From an optimization exercise on the open Yosys and OpenROAD flow, aimed at small area; shortcuts taken in it are not production practice. No functional check of the RTL was part of this run. The clock cells of this run come from the design's own scripts or RTL, not from TritonCTS. The flow treats the clock pin as an ideal source. Dropping or thinning the clock tree relies on that and would not hold on a real chip. No activity file was given, so power comes from the tool's default toggle rates.

**flow/flow/manual_cts.tcl**
```tcl
# Hand-built clock tree: the clock port drives a root buffer (CLK_ROOT_BUF), or
# with none the leaf buffers directly; CLK_TREE_N leaf buffers (CLK_TREE_BUF)
# each drive one balanced cluster of the clock sinks (recursive median
# bisection of the placed sinks). TritonCTS is then skipped.
set ntree [expr {[info exists ::env(CLK_TREE_N)] ? $::env(CLK_TREE_N) : 4}]
set bufname [expr {[info exists ::env(CLK_TREE_BUF)] ? $::env(CLK_TREE_BUF) : "sky130_fd_sc_hd__clkbuf_16"}]

set block [ord::get_db_block]
set db [ord::get_db]
set clk [$block findNet i_clk]
set master [$db findMaster $bufname]

set sinks {}
foreach it [$clk getITerms] {
  set inst [$it getInst]
  set loc [$inst getLocation]
  lappend sinks [list [lindex $loc 0] [lindex $loc 1] $it]
}
puts "manual clock tree: [llength $sinks] sinks, $ntree x $bufname"

proc split_sinks { items n axis } {
  if { $n <= 1 } { return [list $items] }
  set sorted [lsort -integer -index $axis $items]
  set n1 [expr {$n / 2}]
  set k [expr {([llength $sorted] * $n1) / $n}]
  set a [lrange $sorted 0 [expr {$k - 1}]]
  set b [lrange $sorted $k end]
  set next [expr {1 - $axis}]
  return [concat [split_sinks $a $n1 $next] [split_sinks $b [expr {$n - $n1}] $next]]
}

set clusters [split_sinks $sinks $ntree 0]
set src $clk
if { [info exists ::env(CLK_ROOT_BUF)] && $::env(CLK_ROOT_BUF) != "" } {
  set root [odb::dbInst_create $block [$db findMaster $::env(CLK_ROOT_BUF)] "clkbuf_manual_root"]
  set src [odb::dbNet_create $block "clknet_manual_root"]
  $src setSigType CLOCK
  [$root findITerm A] connect $clk
  [$root findITerm X] connect $src
  set sx 0; set sy 0
  foreach s $sinks { incr sx [lindex $s 0]; incr sy [lindex $s 1] }
  $root setLocation [expr {$sx / [llength $sinks]}] [expr {$sy / [llength $sinks]}]
  $root setPlacementStatus PLACED
  puts "  root buffer $::env(CLK_ROOT_BUF)"
}
set i 0
foreach cl $clusters {
  set sx 0; set sy 0
  foreach s $cl { incr sx [lindex $s 0]; incr sy [lindex $s 1] }
  set cx [expr {$sx / [llength $cl]}]
  set cy [expr {$sy / [llength $cl]}]
  set buf [odb::dbInst_create $block $master "clkbuf_manual_$i"]
  set net [odb::dbNet_create $block "clknet_manual_$i"]
  $net setSigType CLOCK
  [$buf findITerm A] connect $src
  [$buf findITerm X] connect $net
  foreach s $cl {
    set it [lindex $s 2]
    $it disconnect
    $it connect $net
  }
  $buf setLocation $cx $cy
  $buf setPlacementStatus PLACED
  puts "  cluster $i: [llength $cl] sinks, buffer at $cx $cy"
  incr i
}

set_propagated_clock [all_clocks]

proc clock_tree_synthesis { args } {
  puts "clock_tree_synthesis skipped: the clock tree was built by hand"
}
```
**flow/constraint.sdc**
```tcl
create_clock -name core_clock -period 10.0 [get_ports {i_clk}]
set_input_delay 2.0000 -clock core_clock [delete_from_list [all_inputs] [get_ports {i_clk}]]
set_output_delay 2.0000 -clock core_clock [all_outputs]
set_load 0.01 [all_outputs]
```
**flow/standard.sh**
```bash
#!/bin/bash
# synth_recipe.tcl (not shown) runs the flow's synth.tcl, then flattens the netlist and writes it again
# the make line also repeats each setting of config.mk as NAME=value (left out here)
make -C /OpenROAD-flow-scripts/flow DESIGN_CONFIG=/design/flow/config.mk WORK_HOME=/design/flow/orfs CLKGATE_MAP_FILE= SYNTH_SCRIPT=/design/flow/synth_recipe.tcl "${@:-finish}"
```
**flow/design.v**
```verilog
`timescale 1ns/1ps
module analogizer_fa (
	input  logic i_a,
	input  logic i_b,
	input  logic i_c,
	output logic o_s,
	output logic o_c
);
	assign o_s = i_a ^ i_b ^ i_c;
	assign o_c = (i_a & i_b) | (i_a & i_c) | (i_b & i_c);
endmodule
module analogizer_ha (
	input  logic i_a,
	input  logic i_b,
	output logic o_s,
	output logic o_c
);
	assign o_s = i_a ^ i_b;
	assign o_c = i_a & i_b;
endmodule
module ypbpr_converter (
	input  logic [8:0] i_an,  
	input  logic [8:0] i_bn,  
	input  logic [7:0] i_g,
	output logic [5:0] o_y,
	output logic [5:0] o_pb_n,
	output logic [5:0] o_pr
);
	logic [8:0] n_i_an;
	assign n_i_an = ~i_an;
	logic [8:0] n_i_bn;
	assign n_i_bn = ~i_bn;
	logic [7:0] n_i_g;
	assign n_i_g = ~i_g;
	logic [11:0] t5;
	logic [11:0] t5c;
	assign t5[1:0] = n_i_an[1:0];
	analogizer_ha u_t5_2 (.i_a(n_i_an[2]), .i_b(n_i_an[0]), .o_s(t5[2]), .o_c(t5c[3]));
	analogizer_fa u_t5_3 (.i_a(n_i_an[3]), .i_b(n_i_an[1]), .i_c(t5c[3]), .o_s(t5[3]), .o_c(t5c[4]));
	analogizer_fa u_t5_4 (.i_a(n_i_an[4]), .i_b(n_i_an[2]), .i_c(t5c[4]), .o_s(t5[4]), .o_c(t5c[5]));
	analogizer_fa u_t5_5 (.i_a(n_i_an[5]), .i_b(n_i_an[3]), .i_c(t5c[5]), .o_s(t5[5]), .o_c(t5c[6]));
	analogizer_fa u_t5_6 (.i_a(n_i_an[6]), .i_b(n_i_an[4]), .i_c(t5c[6]), .o_s(t5[6]), .o_c(t5c[7]));
	analogizer_fa u_t5_7 (.i_a(n_i_an[7]), .i_b(n_i_an[5]), .i_c(t5c[7]), .o_s(t5[7]), .o_c(t5c[8]));
	analogizer_fa u_t5_8 (.i_a(n_i_an[8]), .i_b(n_i_an[6]), .i_c(t5c[8]), .o_s(t5[8]), .o_c(t5c[9]));
	analogizer_ha u_t5_9 (.i_a(n_i_an[7]), .i_b(t5c[9]), .o_s(t5[9]), .o_c(t5c[10]));
	analogizer_ha u_t5_10 (.i_a(n_i_an[8]), .i_b(t5c[10]), .o_s(t5[10]), .o_c(t5[11]));
	logic ys0, yc0;
	analogizer_fa u_y0 (.i_a(t5[1]), .i_b(i_bn[1]), .i_c(i_bn[0]), .o_s(ys0), .o_c(yc0));
	logic ys1, yc1;
	analogizer_fa u_y1 (.i_a(t5[2]), .i_b(i_bn[2]), .i_c(i_bn[1]), .o_s(ys1), .o_c(yc1));
	logic ys2, yc2;
	analogizer_fa u_y2 (.i_a(t5[3]), .i_b(n_i_an[0]), .i_c(i_bn[3]), .o_s(ys2), .o_c(yc2));
	logic ys3, yc3;
	analogizer_fa u_y3 (.i_a(t5[4]), .i_b(n_i_an[1]), .i_c(i_bn[4]), .o_s(ys3), .o_c(yc3));
	logic ys4, yc4;
	analogizer_fa u_y4 (.i_a(t5[5]), .i_b(i_bn[5]), .i_c(i_bn[4]), .o_s(ys4), .o_c(yc4));
	logic ys5, yc5;
	analogizer_fa u_y5 (.i_a(t5[6]), .i_b(n_i_an[3]), .i_c(n_i_an[0]), .o_s(ys5), .o_c(yc5));
	logic ys6, yc6;
	analogizer_fa u_y6 (.i_a(i_bn[6]), .i_b(i_bn[5]), .i_c(n_i_bn[1]), .o_s(ys6), .o_c(yc6));
	logic ys7, yc7;
	analogizer_fa u_y7 (.i_a(t5[7]), .i_b(n_i_an[4]), .i_c(n_i_an[1]), .o_s(ys7), .o_c(yc7));
	logic ys8, yc8;
	analogizer_fa u_y8 (.i_a(i_bn[7]), .i_b(i_bn[6]), .i_c(n_i_bn[2]), .o_s(ys8), .o_c(yc8));
	logic ys9, yc9;
	analogizer_fa u_y9 (.i_a(t5[8]), .i_b(n_i_an[5]), .i_c(n_i_an[2]), .o_s(ys9), .o_c(yc9));
	logic ys10, yc10;
	analogizer_fa u_y10 (.i_a(i_bn[8]), .i_b(i_bn[7]), .i_c(n_i_bn[3]), .o_s(ys10), .o_c(yc10));
	logic ys11, yc11;
	analogizer_fa u_y11 (.i_a(t5[9]), .i_b(n_i_an[6]), .i_c(n_i_an[3]), .o_s(ys11), .o_c(yc11));
	logic ys12, yc12;
	analogizer_fa u_y12 (.i_a(i_bn[8]), .i_b(n_i_bn[4]), .i_c(i_g[1]), .o_s(ys12), .o_c(yc12));
	logic ys13, yc13;
	analogizer_fa u_y13 (.i_a(t5[10]), .i_b(n_i_an[7]), .i_c(n_i_an[4]), .o_s(ys13), .o_c(yc13));
	logic ys14, yc14;
	analogizer_fa u_y14 (.i_a(t5[11]), .i_b(n_i_an[8]), .i_c(n_i_an[5]), .o_s(ys14), .o_c(yc14));
	logic ys15, yc15;
	analogizer_fa u_y15 (.i_a(n_i_bn[7]), .i_b(i_g[4]), .i_c(i_an[6]), .o_s(ys15), .o_c(yc15));
	logic ys16, yc16;
	analogizer_fa u_y16 (.i_a(n_i_an[7]), .i_b(n_i_bn[8]), .i_c(i_g[5]), .o_s(ys16), .o_c(yc16));
	logic ys17, yc17;
	analogizer_fa u_y17 (.i_a(yc1), .i_b(ys2), .i_c(i_bn[2]), .o_s(ys17), .o_c(yc17));
	logic ys18, yc18;
	analogizer_fa u_y18 (.i_a(yc2), .i_b(ys3), .i_c(i_bn[3]), .o_s(ys18), .o_c(yc18));
	logic ys19, yc19;
	analogizer_fa u_y19 (.i_a(yc3), .i_b(ys4), .i_c(n_i_bn[0]), .o_s(ys19), .o_c(yc19));
	logic ys20, yc20;
	analogizer_fa u_y20 (.i_a(yc4), .i_b(ys5), .i_c(ys6), .o_s(ys20), .o_c(yc20));
	logic ys21, yc21;
	analogizer_fa u_y21 (.i_a(yc5), .i_b(yc6), .i_c(ys7), .o_s(ys21), .o_c(yc21));
	logic ys22, yc22;
	analogizer_fa u_y22 (.i_a(yc7), .i_b(yc8), .i_c(ys9), .o_s(ys22), .o_c(yc22));
	logic ys23, yc23;
	analogizer_fa u_y23 (.i_a(yc9), .i_b(yc10), .i_c(ys11), .o_s(ys23), .o_c(yc23));
	logic ys24, yc24;
	analogizer_fa u_y24 (.i_a(yc11), .i_b(yc12), .i_c(ys13), .o_s(ys24), .o_c(yc24));
	logic ys25, yc25;
	analogizer_fa u_y25 (.i_a(yc13), .i_b(ys14), .i_c(n_i_bn[6]), .o_s(ys25), .o_c(yc25));
	logic ys26, yc26;
	analogizer_fa u_y26 (.i_a(yc15), .i_b(ys16), .i_c(n_i_an[6]), .o_s(ys26), .o_c(yc26));
	logic ys27, yc27;
	analogizer_fa u_y27 (.i_a(yc16), .i_b(n_i_an[8]), .i_c(i_g[6]), .o_s(ys27), .o_c(yc27));
	logic ys28, yc28;
	analogizer_fa u_y28 (.i_a(yc18), .i_b(ys19), .i_c(i_an[2]), .o_s(ys28), .o_c(yc28));
	logic ys29, yc29;
	analogizer_fa u_y29 (.i_a(yc19), .i_b(ys20), .i_c(n_i_an[2]), .o_s(ys29), .o_c(yc29));
	logic ys30, yc30;
	analogizer_fa u_y30 (.i_a(yc20), .i_b(ys21), .i_c(ys8), .o_s(ys30), .o_c(yc30));
	logic ys31, yc31;
	analogizer_fa u_y31 (.i_a(yc21), .i_b(ys22), .i_c(ys10), .o_s(ys31), .o_c(yc31));
	logic ys32, yc32;
	analogizer_fa u_y32 (.i_a(yc22), .i_b(ys23), .i_c(ys12), .o_s(ys32), .o_c(yc32));
	logic ys33, yc33;
	analogizer_fa u_y33 (.i_a(yc23), .i_b(ys24), .i_c(n_i_bn[5]), .o_s(ys33), .o_c(yc33));
	logic ys34, yc34;
	analogizer_fa u_y34 (.i_a(yc24), .i_b(ys25), .i_c(i_g[3]), .o_s(ys34), .o_c(yc34));
	logic ys35, yc35;
	analogizer_fa u_y35 (.i_a(yc25), .i_b(yc14), .i_c(ys15), .o_s(ys35), .o_c(yc35));
	logic ys36, yc36;
	analogizer_fa u_y36 (.i_a(yc30), .i_b(ys31), .i_c(i_g[0]), .o_s(ys36), .o_c(yc36));
	logic ys37, yc37;
	analogizer_fa u_y37 (.i_a(yc32), .i_b(ys33), .i_c(i_g[2]), .o_s(ys37), .o_c(yc37));
	logic ys38, yc38;
	analogizer_fa u_y38 (.i_a(yc36), .i_b(yc31), .i_c(ys32), .o_s(ys38), .o_c(yc38));
	logic ys39, yc39;
	analogizer_fa u_y39 (.i_a(yc37), .i_b(yc33), .i_c(ys34), .o_s(ys39), .o_c(yc39));
	logic ys40, yc40;
	analogizer_fa u_y40 (.i_a(yc39), .i_b(yc34), .i_c(ys35), .o_s(ys40), .o_c(yc40));
	logic ys41, yc41;
	analogizer_fa u_y41 (.i_a(yc40), .i_b(yc35), .i_c(ys26), .o_s(ys41), .o_c(yc41));
	logic ys42, yc42;
	analogizer_fa u_y42 (.i_a(yc41), .i_b(yc26), .i_c(ys27), .o_s(ys42), .o_c(yc42));
	logic ys43, yc43;
	analogizer_fa u_y43 (.i_a(yc42), .i_b(yc27), .i_c(n_i_g[7]), .o_s(ys43), .o_c(yc43));
	wire y0 = t5[0] & i_bn[0];
	wire y1 = ys0 & y0;
	wire y2 = (yc0 & ys1) | (yc0 & y1) | (ys1 & y1);
	wire y3 = ys17 & y2;
	wire y4 = (yc17 & ys18) | (yc17 & y3) | (ys18 & y3);
	wire y5 = ys28 & y4;
	wire y6 = (yc28 & ys29) | (yc28 & y5) | (ys29 & y5);
	wire y7 = (yc29 & ys30) | (yc29 & y6) | (ys30 & y6);
	wire y8 = ys36 & y7;
	wire y9 = ys38 & y8;
	logic ys44, yc44;
	analogizer_fa u_y44 (.i_a(yc38), .i_b(ys37), .i_c(y9), .o_s(ys44), .o_c(yc44));
	wire y10 = ys39 ^ yc44;
	wire y11 = ys39 & yc44;
	wire y12 = ys40 ^ y11;
	wire y13 = ys40 & y11;
	wire y14 = ys41 ^ y13;
	wire y15 = ys41 & y13;
	wire y16 = ys42 ^ y15;
	wire y17 = ys42 & y15;
	wire y18 = ys43 ^ y17;
	assign o_y = {y18, y16, y14, y12, y10, ys44};
	logic pbs0, pbc0;
	analogizer_fa u_pb0 (.i_a(t5[0]), .i_b(i_an[3]), .i_c(n_i_an[1]), .o_s(pbs0), .o_c(pbc0));
	logic pbs1, pbc1;
	analogizer_fa u_pb1 (.i_a(t5[1]), .i_b(i_an[4]), .i_c(n_i_an[2]), .o_s(pbs1), .o_c(pbc1));
	logic pbs2, pbc2;
	analogizer_fa u_pb2 (.i_a(t5[2]), .i_b(i_an[5]), .i_c(n_i_an[3]), .o_s(pbs2), .o_c(pbc2));
	logic pbs3, pbc3;
	analogizer_fa u_pb3 (.i_a(t5[3]), .i_b(i_an[6]), .i_c(n_i_an[4]), .o_s(pbs3), .o_c(pbc3));
	logic pbs4, pbc4;
	analogizer_fa u_pb4 (.i_a(t5[4]), .i_b(i_an[7]), .i_c(n_i_an[5]), .o_s(pbs4), .o_c(pbc4));
	logic pbs5, pbc5;
	analogizer_fa u_pb5 (.i_a(t5[5]), .i_b(n_i_an[6]), .i_c(i_bn[1]), .o_s(pbs5), .o_c(pbc5));
	logic pbs6, pbc6;
	analogizer_fa u_pb6 (.i_a(t5[6]), .i_b(i_bn[2]), .i_c(i_an[8]), .o_s(pbs6), .o_c(pbc6));
	logic pbs7, pbc7;
	analogizer_fa u_pb7 (.i_a(t5[7]), .i_b(n_i_an[8]), .i_c(i_bn[3]), .o_s(pbs7), .o_c(pbc7));
	logic pbs8, pbc8;
	analogizer_fa u_pb8 (.i_a(t5[10]), .i_b(i_bn[6]), .i_c(i_bn[5]), .o_s(pbs8), .o_c(pbc8));
	logic pbs9, pbc9;
	analogizer_fa u_pb9 (.i_a(pbc3), .i_b(pbs4), .i_c(i_bn[0]), .o_s(pbs9), .o_c(pbc9));
	logic pbs10, pbc10;
	analogizer_fa u_pb10 (.i_a(pbc4), .i_b(pbs5), .i_c(n_i_an[8]), .o_s(pbs10), .o_c(pbc10));
	logic pbs11, pbc11;
	analogizer_fa u_pb11 (.i_a(pbc5), .i_b(pbs6), .i_c(i_an[7]), .o_s(pbs11), .o_c(pbc11));
	logic pbs12, pbc12;
	analogizer_fa u_pb12 (.i_a(pbc6), .i_b(pbs7), .i_c(n_i_an[7]), .o_s(pbs12), .o_c(pbc12));
	logic pbs13, pbc13;
	analogizer_fa u_pb13 (.i_a(pbc7), .i_b(t5[8]), .i_c(i_bn[4]), .o_s(pbs13), .o_c(pbc13));
	logic pbs14, pbc14;
	analogizer_fa u_pb14 (.i_a(pbc8), .i_b(t5[11]), .i_c(n_i_bn[7]), .o_s(pbs14), .o_c(pbc14));
	logic pbs15, pbc15;
	analogizer_fa u_pb15 (.i_a(pbc13), .i_b(t5[9]), .i_c(n_i_bn[5]), .o_s(pbs15), .o_c(pbc15));
	logic pbs16, pbc16;
	analogizer_fa u_pb16 (.i_a(pbc14), .i_b(i_bn[8]), .i_c(n_i_bn[7]), .o_s(pbs16), .o_c(pbc16));
	wire pb0 = i_an[2] & n_i_an[0];
	wire pb1 = pbs0 & pb0;
	wire pb2 = (pbc0 & pbs1) | (pbc0 & pb1) | (pbs1 & pb1);
	wire pb3 = (pbc1 & pbs2) | (pbc1 & pb2) | (pbs2 & pb2);
	wire pb4 = (pbc2 & pbs3) | (pbc2 & pb3) | (pbs3 & pb3);
	wire pb5 = pbs9 & pb4;
	wire pb6 = (pbc9 & pbs10) | (pbc9 & pb5) | (pbs10 & pb5);
	wire pb7 = (pbc10 & pbs11) | (pbc10 & pb6) | (pbs11 & pb6);
	logic pbs17, pbc17;
	analogizer_fa u_pb17 (.i_a(pbc11), .i_b(pbs12), .i_c(pb7), .o_s(pbs17), .o_c(pbc17));
	logic pbs18, pbc18;
	analogizer_fa u_pb18 (.i_a(pbc12), .i_b(pbs13), .i_c(pbc17), .o_s(pbs18), .o_c(pbc18));
	wire pb8 = pbs15 ^ pbc18;
	wire pb9 = pbs15 & pbc18;
	logic pbs19, pbc19;
	analogizer_fa u_pb19 (.i_a(pbc15), .i_b(pbs8), .i_c(pb9), .o_s(pbs19), .o_c(pbc19));
	wire pb10 = pbs14 ^ pbc19;
	wire pb11 = pbs14 & pbc19;
	wire pb12 = pbs16 ^ pb11;
	assign o_pb_n = {pb12, pb10, pbs19, pb8, pbs18, pbs17};
	logic prs0, prc0;
	analogizer_fa u_pr0 (.i_a(i_bn[4]), .i_b(i_bn[2]), .i_c(i_bn[0]), .o_s(prs0), .o_c(prc0));
	logic prs1, prc1;
	analogizer_fa u_pr1 (.i_a(i_bn[5]), .i_b(i_bn[3]), .i_c(i_bn[1]), .o_s(prs1), .o_c(prc1));
	logic prs2, prc2;
	analogizer_fa u_pr2 (.i_a(i_bn[6]), .i_b(i_bn[4]), .i_c(i_bn[2]), .o_s(prs2), .o_c(prc2));
	logic prs3, prc3;
	analogizer_fa u_pr3 (.i_a(n_i_an[0]), .i_b(i_bn[7]), .i_c(i_bn[5]), .o_s(prs3), .o_c(prc3));
	logic prs4, prc4;
	analogizer_fa u_pr4 (.i_a(i_bn[8]), .i_b(i_bn[6]), .i_c(i_bn[4]), .o_s(prs4), .o_c(prc4));
	logic prs5, prc5;
	analogizer_fa u_pr5 (.i_a(i_bn[7]), .i_b(i_bn[5]), .i_c(n_i_an[1]), .o_s(prs5), .o_c(prc5));
	logic prs6, prc6;
	analogizer_fa u_pr6 (.i_a(n_i_an[3]), .i_b(i_bn[8]), .i_c(i_bn[6]), .o_s(prs6), .o_c(prc6));
	logic prs7, prc7;
	analogizer_fa u_pr7 (.i_a(n_i_an[5]), .i_b(i_bn[8]), .i_c(n_i_an[4]), .o_s(prs7), .o_c(prc7));
	logic prs8, prc8;
	analogizer_fa u_pr8 (.i_a(prc2), .i_b(prs3), .i_c(i_bn[3]), .o_s(prs8), .o_c(prc8));
	logic prs9, prc9;
	analogizer_fa u_pr9 (.i_a(prc3), .i_b(prs4), .i_c(i_an[1]), .o_s(prs9), .o_c(prc9));
	logic prs10, prc10;
	analogizer_fa u_pr10 (.i_a(prc4), .i_b(prs5), .i_c(i_an[2]), .o_s(prs10), .o_c(prc10));
	logic prs11, prc11;
	analogizer_fa u_pr11 (.i_a(prc5), .i_b(prs6), .i_c(n_i_an[2]), .o_s(prs11), .o_c(prc11));
	logic prs12, prc12;
	analogizer_fa u_pr12 (.i_a(prc6), .i_b(i_bn[7]), .i_c(i_an[4]), .o_s(prs12), .o_c(prc12));
	wire pr0 = i_bn[2] & i_bn[0];
	wire pr1 = (i_bn[3] & i_bn[1]) | (i_bn[3] & pr0) | (i_bn[1] & pr0);
	wire pr2 = prs0 & pr1;
	wire pr3 = (prc0 & prs1) | (prc0 & pr2) | (prs1 & pr2);
	wire pr4 = (prc1 & prs2) | (prc1 & pr3) | (prs2 & pr3);
	wire pr5 = prs8 & pr4;
	wire pr6 = (prc8 & prs9) | (prc8 & pr5) | (prs9 & pr5);
	wire pr7 = (prc9 & prs10) | (prc9 & pr6) | (prs10 & pr6);
	logic prs13, prc13;
	analogizer_fa u_pr13 (.i_a(prc10), .i_b(prs11), .i_c(pr7), .o_s(prs13), .o_c(prc13));
	logic prs14, prc14;
	analogizer_fa u_pr14 (.i_a(prc11), .i_b(prs12), .i_c(prc13), .o_s(prs14), .o_c(prc14));
	logic prs15, prc15;
	analogizer_fa u_pr15 (.i_a(prc12), .i_b(prs7), .i_c(prc14), .o_s(prs15), .o_c(prc15));
	logic prs16, prc16;
	analogizer_fa u_pr16 (.i_a(prc7), .i_b(i_an[6]), .i_c(prc15), .o_s(prs16), .o_c(prc16));
	logic prs17, prc17;
	analogizer_fa u_pr17 (.i_a(n_i_an[6]), .i_b(i_an[7]), .i_c(prc16), .o_s(prs17), .o_c(prc17));
	logic prs18, prc18;
	analogizer_fa u_pr18 (.i_a(n_i_an[7]), .i_b(i_an[8]), .i_c(prc17), .o_s(prs18), .o_c(prc18));
	assign o_pr = {prs18, prs17, prs16, prs15, prs14, prs13};
endmodule
`timescale 1ns/1ps
module analogizer_top (
	input  logic       i_clk,
	input  logic       i_rst,
	input  logic       i_ena,
	input  logic [1:0] i_video_mode,
	input  logic [7:0] i_r,
	input  logic [7:0] i_g,
	input  logic [7:0] i_b,
	input  logic       i_hsync,
	input  logic       i_vsync,
	input  logic       i_csync,
	input  logic       i_blank_n,
	input  logic       i_ce_pix,
	input  logic       i_poll_req,
	input  logic [7:4] i_bank0_in,
	output logic       o_poll_ack,
	output logic       o_busy,
	output logic [15:0] o_p1_buttons,
	output logic [15:0] o_p2_buttons,
	output logic [7:0] o_bank1_out,
	output logic [7:0] o_bank2_out,
	output logic [7:0] o_bank3_out,
	output logic       o_bank1_dir,
	output logic       o_bank2_dir,
	output logic       o_bank3_dir
);
	logic m0, m2, m3, pass_rg;
	assign m0 = i_video_mode == 2'd0;
	assign m2 = i_video_mode == 2'd2;
	assign m3 = i_video_mode == 2'd3;
	assign pass_rg = i_blank_n && !m3;
	logic [7:0] s1_rn, s1_g, s1_bn;
	logic s1_m2, s1_hs_n, s1_vs, s1_bl_n, s1_pix;   
	always_ff @(posedge i_clk) begin
		s1_rn  <= ~(pass_rg ? i_r : 8'd0);
		s1_g   <= pass_rg ? i_g : 8'd0;
		s1_bn  <= ~(m3 ? 8'hff : (i_blank_n ? i_b : 8'd0));
		s1_m2  <= m2;
		s1_hs_n <= ~(m0 ? i_csync : (m3 ? i_hsync : 1'b1));
		s1_vs  <= m0 ? 1'b1 : (m3 ? i_vsync : i_csync);
		s1_bl_n <= !(i_blank_n || m2);
		s1_pix <= i_ce_pix;
	end
	logic [8:0] a_n, b_n, a_cn, b_cn;
	assign b_cn[0] = 1'b1;
	analogizer_ha u_ha_a (.i_a(s1_rn[0]), .i_b(s1_g[0]), .o_s(a_n[0]), .o_c(a_cn[1]));
	analogizer_fa u_fa_b (.i_a(s1_bn[0]), .i_b(s1_g[0]), .i_c(b_cn[0]), .o_s(b_n[0]), .o_c(b_cn[1]));
	genvar gi;
	generate
		for (gi = 1; gi < 8; gi++) begin : g_sub_ripple
			analogizer_fa u_fa_a (.i_a(s1_rn[gi]), .i_b(s1_g[gi]), .i_c(a_cn[gi]), .o_s(a_n[gi]), .o_c(a_cn[gi + 1]));
			analogizer_fa u_fa_b (.i_a(s1_bn[gi]), .i_b(s1_g[gi]), .i_c(b_cn[gi]), .o_s(b_n[gi]), .o_c(b_cn[gi + 1]));
		end
	endgenerate
	assign a_n[8] = a_cn[8];
	assign b_n[8] = b_cn[8];
	logic [5:0] y6, pb6_n, pr6;
	ypbpr_converter u_ypbpr (
		.i_an(a_n), .i_bn(b_n), .i_g(s1_g),
		.o_y(y6), .o_pb_n(pb6_n), .o_pr(pr6)
	);
	logic [5:0] s2_r_n, s2_g_n, s2_b_n;
	logic s2_hs_n, s2_vs, s2_bl_n, s2_pix;
	logic rst_q, rst_seen;
	always_ff @(posedge i_clk) begin
		s2_r_n <= s1_m2 ? ~pr6 : s1_rn[7:2];
		s2_g_n <= ~(s1_m2 ? y6 : s1_g[7:2]);
		s2_b_n <= s1_m2 ? pb6_n : s1_bn[7:2];
		s2_hs_n <= s1_hs_n;
		s2_vs  <= s1_vs;
		s2_bl_n <= s1_bl_n;
		s2_pix <= s1_pix;
		rst_q    <= i_rst;
		rst_seen <= i_rst || rst_q;
	end
	logic [7:0] step;
	logic idle, done, busy, sample, snac_latch, snac_pad_clk;
	logic [32:0] ring;
	assign idle    = !step[7] && step[6] && !step[3];
	assign done    = !step[7] && !step[6];
	assign busy    = step[7] || (step[6] && step[3]);
	assign sample  = step[7] && (step[2:0] == 3'd3);
	assign snac_latch   = !step[7] && step[3];
	assign snac_pad_clk = step[7] && step[2];
	assign o_poll_ack   = done;
	assign o_busy       = busy;
	always_ff @(posedge i_clk) begin
		if (i_rst || (done && !i_poll_req))
			step <= 8'd119;
		else if (busy || (idle && i_poll_req))
			step <= step + 8'd1;
	end
	always_ff @(posedge i_clk) begin
		ring <= {ring[31:4], sample ? ~i_bank0_in[5] : ring[3], ring[2:0],
			sample ? ~i_bank0_in[6] : ring[32]};
	end
	logic [15:0] word1, word2;
	always_comb begin
		for (int k = 0; k < 16; k++) begin
			word1[k] = ring[(123 - 8 * k) % 33];
			word2[k] = ring[(127 - 8 * k) % 33];
		end
	end
	logic take, hold;
	assign take = (&step) && !i_rst;
	assign hold = !(&step) && !i_rst;
	analogizer_word_reg u_p1 (.i_clk(i_clk), .i_take(take), .i_hold(hold), .i_d(word1), .o_q(o_p1_buttons));
	analogizer_word_reg u_p2 (.i_clk(i_clk), .i_take(take), .i_hold(hold), .i_d(word2), .o_q(o_p2_buttons));
	logic pins_on, pins_next, vid_on;
	assign pins_next = !i_rst && i_ena;
	assign vid_on    = pins_next && !rst_seen;
	always_ff @(posedge i_clk) begin
		pins_on <= pins_next;
		o_bank3_out <= {~(s2_r_n | {6{!vid_on}}), !(s2_hs_n || !vid_on), pins_next & (rst_seen | s2_vs)};
		o_bank2_out <= {~(s2_b_n[0] | !vid_on), !(s2_bl_n || !vid_on), ~(s2_g_n | {6{!vid_on}})};
		o_bank1_out <= {snac_pad_clk & pins_next, snac_latch & pins_next, s2_pix & vid_on, ~(s2_b_n[5:1] | {5{!vid_on}})};
	end
	assign o_bank1_dir = pins_on;
	assign o_bank2_dir = pins_on;
	assign o_bank3_dir = pins_on;
endmodule
module analogizer_word_reg (
	input  logic        i_clk,
	input  logic        i_take,
	input  logic        i_hold,
	input  logic [15:0] i_d,
	output logic [15:0] o_q
);
	always_ff @(posedge i_clk)
		o_q <= (i_d & {16{i_take}}) | (o_q & {16{i_hold}});
endmodule
```
**flow/config.mk**
```make
export PLATFORM = sky130hd
export DESIGN_NAME = analogizer_top
export DESIGN_NICKNAME = analogizer_top
export VERILOG_FILES = /design/flow/design.v
export SDC_FILE = /design/flow/constraint.sdc
export NUM_CORES = 4
export LEC_CHECK = 0
export CAP_MARGIN = 20
export CORE_MARGIN = 2
export CORE_UTILIZATION = 60
export SLEW_MARGIN = 20
export SYNTH_HIERARCHICAL = 1
```
**flow/flow/run.sh**
```bash
#!/bin/bash
# The standard layout, with the smallest buffer on every port and a clock
# tree built by hand (flow/manual_cts.tcl) in place of TritonCTS. Each tool's
# output is in the ORFS logs under orfs/logs; make's own output is in flow.log.
set -euo pipefail
export BUFFER_PORTS_ARGS="-buffer_cell sky130_fd_sc_hd__buf_1"
export PRE_CTS_TCL="$PWD/flow/manual_cts.tcl"
export CLK_TREE_N=8
export CLK_ROOT_BUF=sky130_fd_sc_hd__clkbuf_8
export CLK_TREE_BUF=sky130_fd_sc_hd__clkbuf_8
export POST_CTS_TCL="$PWD/flow/post_cts.tcl"
bash standard.sh > flow.log 2>&1
```
**flow/flow/post_cts.tcl**
```tcl
# Downsize cells on paths with timing slack to spare, then legalize again
repair_timing -recover_power 100
detailed_placement
check_placement -verbose
```
==> impl_metrics.csv <==
group,metric,value,unit
outcome,outcome,"complete, no violations",
pwr,total_power,2.71,mW
detailed_routing,drc,0,
detailed_routing,avgRoutedWirePerCell,17.3,um
detailed_routing,antenna_left,0,
finish,syn2layout_area_growth,6.04,%
detailed_routing,drt_iter0_markers,220,
timing,fin_setup_tns,0,ns
job,drv_cap,0,
yosys,synth_flop_cell,"dfxtp_1",
finish,n_antenna_cell,0,
placement,routabilityCongestion,0.884,
finish,fillers,918,
yosys,syn-num-nets,689,
pwr,peakVddDrop,0.233,mV
finish,post-route-util,65.5,%
floorplanning,rows,39,
finish,final_common_cell,"dfxtp_1",
yosys,synthArstFlopShare,0,%
timing,setup_viol,0,
yosys,synth.area.top_cells,"dfxtp_1 43%, fa_1 30%, a22o_1 4.0%",
setup_path,critPathKind,"reg2reg",
timing,slew_violations,0,
detailed_routing,wl,13.0,mm
detailed_routing,wl_met3,882,um
yosys,avgSynthCellArea,13.2,sq um
yosys,synthAdderAreaFrac,32.1,%
timing,hold_viol_final,0,
setup_path,reg2reg_slack,0.44,ns
timing,tightest_slew,1.04,ns
global_route,grt_max_degree,33,
clocking,insertion_delay,0.40,ns
worst_hold_path,worstHoldPathType,"reg2reg",
yosys,yosys.area.top_type,"dfxtp_1",
setup_path,critPathLaunchType,"register",
global_route,grt_pass1_wl,22.2,mm
finish,drive_gt1_share,6.07,%
floorplanning,die_area,12600,sq um
yosys,synth-edff-count,0,
detailed_routing,wl_met2,6.19,mm
global_route,overflow,0,
finish,final_cell_mix,"151 x dfxtp_1, 105 x fa_1, 96 x buf_1",
setup_path,cp.arrival,9.83,ns
global_route,grt_pass1_vias,4366,
yosys,synth_xor_area_share,0.373,%
yosys,ys_types,53,
yosys,synth_top_area_share,42.9,%
timing,rsz0062_at_grt,"false",
detailed_routing,vias_per_cell,5.38,
global_route,antenna_found_initial,0,
floorplanning,core,11400,sq um
clocking,clkSlewWorstSetupHoldPaths,0.12,ns
setup_path,cp-end-kind,"register",
yosys,ys_ff_latch,151,
floorplanning,initial_core_util,61.7,%
placement,io_buffers,97,
detailed_routing,dr_total_vias,4050,
timing,finalCriticalPeriod,9.56,ns
placement,dp_cells,744,
detailed_routing,top_layer_used,"met4",
yosys,netlist_instances,533,
yosys,seq_area_frac_synth,42.9,%
timing,min_period_over_period,95.6,%
detailed_routing,first_pass_iters,4,
global_route,grtUsageTotal,21.8,%
floorplanning,io-pin-count,100,
pwr,pwr_density_cell,362,nW/um^2
yosys,synth_top_family_by_area,"adder cells",
finish,fin_cells,753,
setup_path,cp.required,10.26,ns
detailed_routing,wl_met1,5.75,mm
floorplanning,dieHeight,112,um
floorplanning,die_x,112,um
timing,maxSlewHeadroom,30.7,%
yosys,ys_warn_count,8,
yosys,synthMuxAreaShare,3.37,%
pwr,p_leak,3.07,nW
yosys,synth_compound_area_share,8.86,%
timing,skew,0.0166,ns
placement,dp_hpwl,10.4,mm
finish,layout.nets,768,
yosys,syn_area,7050,sq um
setup_path,crit_fanout,3,
yosys,yosys.area_share.simple,6.50,%
timing,max_freq,105,MHz
[report_power, final]
group	switching (mW)	total [mW]	leakage (nW)	internal, mW
combinational	0.897	1.74	1.76	0.839
sequential	0.0461	0.723	1.24	0.677
clock	0.166	0.248	0.0647	0.0820
total	1.11	2.71	3.07	1.60
[per-stage QoR]
step	setup slack, ns	area (sq um)	hold slack (ns)
after detailed placement	0.368	7370	0.313
after global placement	0.496	7370	0.311
final	0.438	7470	0.338
after floorplan	0.491	7050	0.310
after global routing	0.0537	7470	0.347
[worst paths after layout]
check | from | end | cells after the start
max | s1_g[0] | s2_g_n[5] | 24
min | s1_hs_n | s2_hs_n | 0
max reg2reg | s1_g[0] | s2_g_n[5] | 24
min reg2reg | s1_hs_n | s2_hs_n | 0
[per-module statistics from Yosys, one instance, submodules excluded]
module | cell area [sq um] | cells inside | copies in the design
analogizer_top | 3310 | 265 | 1
ypbpr_converter | 571 | 87 | 1
analogizer_word_reg | 505 | 36 | 2
analogizer_fa | 20.0 | 1 | 105
analogizer_ha | 12.5 | 1 | 4
[cells in the mapped netlist, types with 5 or more instances]
master and instances:
dfxtp_1 151, inv_1 29, buf_2 6, mux2i_1 14, mux2_2 6, a21oi_1 12, o211ai_1 5, o21ai_0 9
nand2_1 18, nor3_1 5, buf_4 22, a22o_1 32, fa_1 105, ha_1 12, and3_1 12, nor2_1 28
buf_6 9
[per-layer routing]
metal  vias up  GRT usage (%)
li1       1906              -
met1      2022           32.2
met2       105           35.5
met3        17           3.51
met4         0           2.76
met5         -              0
[cells by family after synthesis]
| logic type | after synthesis |
|---|---|
| adder cells (fa/ha/maj) | 118 |
| XOR/XNOR | 3 |
| buffers and inverters | 68 |
| flip-flops | 151 |
| AND/OR/NAND/NOR | 90 |
| AO/OA/AOI/OAI | 80 |
| multiplexers | 22 |
| other | 1 |
[worst max-delay path: stages, from the launching register on]
cell and delay [ns]:
dfxtp_1 0.40, ha_1 0.24, fa_1 0.37, fa_1 0.38, fa_1 0.39, fa_1 0.58
inv_1 0.10, fa_1 0.42, fa_1 0.39, fa_1 0.39, fa_1 0.39, fa_1 0.37
ha_1 0.21, ha_1 0.35, fa_1 0.54, fa_1 0.44, fa_1 0.51, fa_1 0.45
fa_1 0.42, fa_1 0.42, fa_1 0.43, fa_1 0.43, fa_1 0.53, xor2_1 0.15
mux2i_1 0.09
[sequential cells by signal, indices dropped and copies added (netlist names), 8 cells and up]
signal / flops
s1_bn: 8
u_p1.o_q: 16
o_bank1_out: 8
o_bank2_out: 8
o_bank3_out: 8
s1_rn: 8
s1_g: 8
u_p2.o_q: 16
ring: 33
step: 8
[final cells by class]
class / count / area [sq um] / share of cell area (%)
plain buffers: 9 / 124 / 1.66
inverters: 29 / 109 / 1.46
multi-input cells: 314 / 3600 / 48.2
flip-flops and latches: 151 / 3020 / 40.4
well taps: 143 / 179 / 2.39
repair buffers: 107 / 439 / 5.88

[separate check: timing with driven ports]
The flow's constraints put no driver on any port. The routed layout listed below was extracted and timed again, unchanged, in two steps.
Step 1: set_driving_cell puts a clkbuf_16 on i_clk and a buf_2 on each other input, an assumption about the parent block.
Step 2 also shifts input and output timing later by t, the mid clock arrival at the registers, as if the neighbouring blocks saw the same clock.
a / b / c = no drivers / after step 1 / after step 2; a / b = the first two.
t (ns): 0.424
setup WS [ns]: 0.438 / 0.438 / 0.438
clock arrival spread, ns: 0.017 / 0.017
After both steps this run still meets setup and hold. For this run, drivers alone change the setup slack by 0.000 ns; drivers and shift together by 0.000 ns.
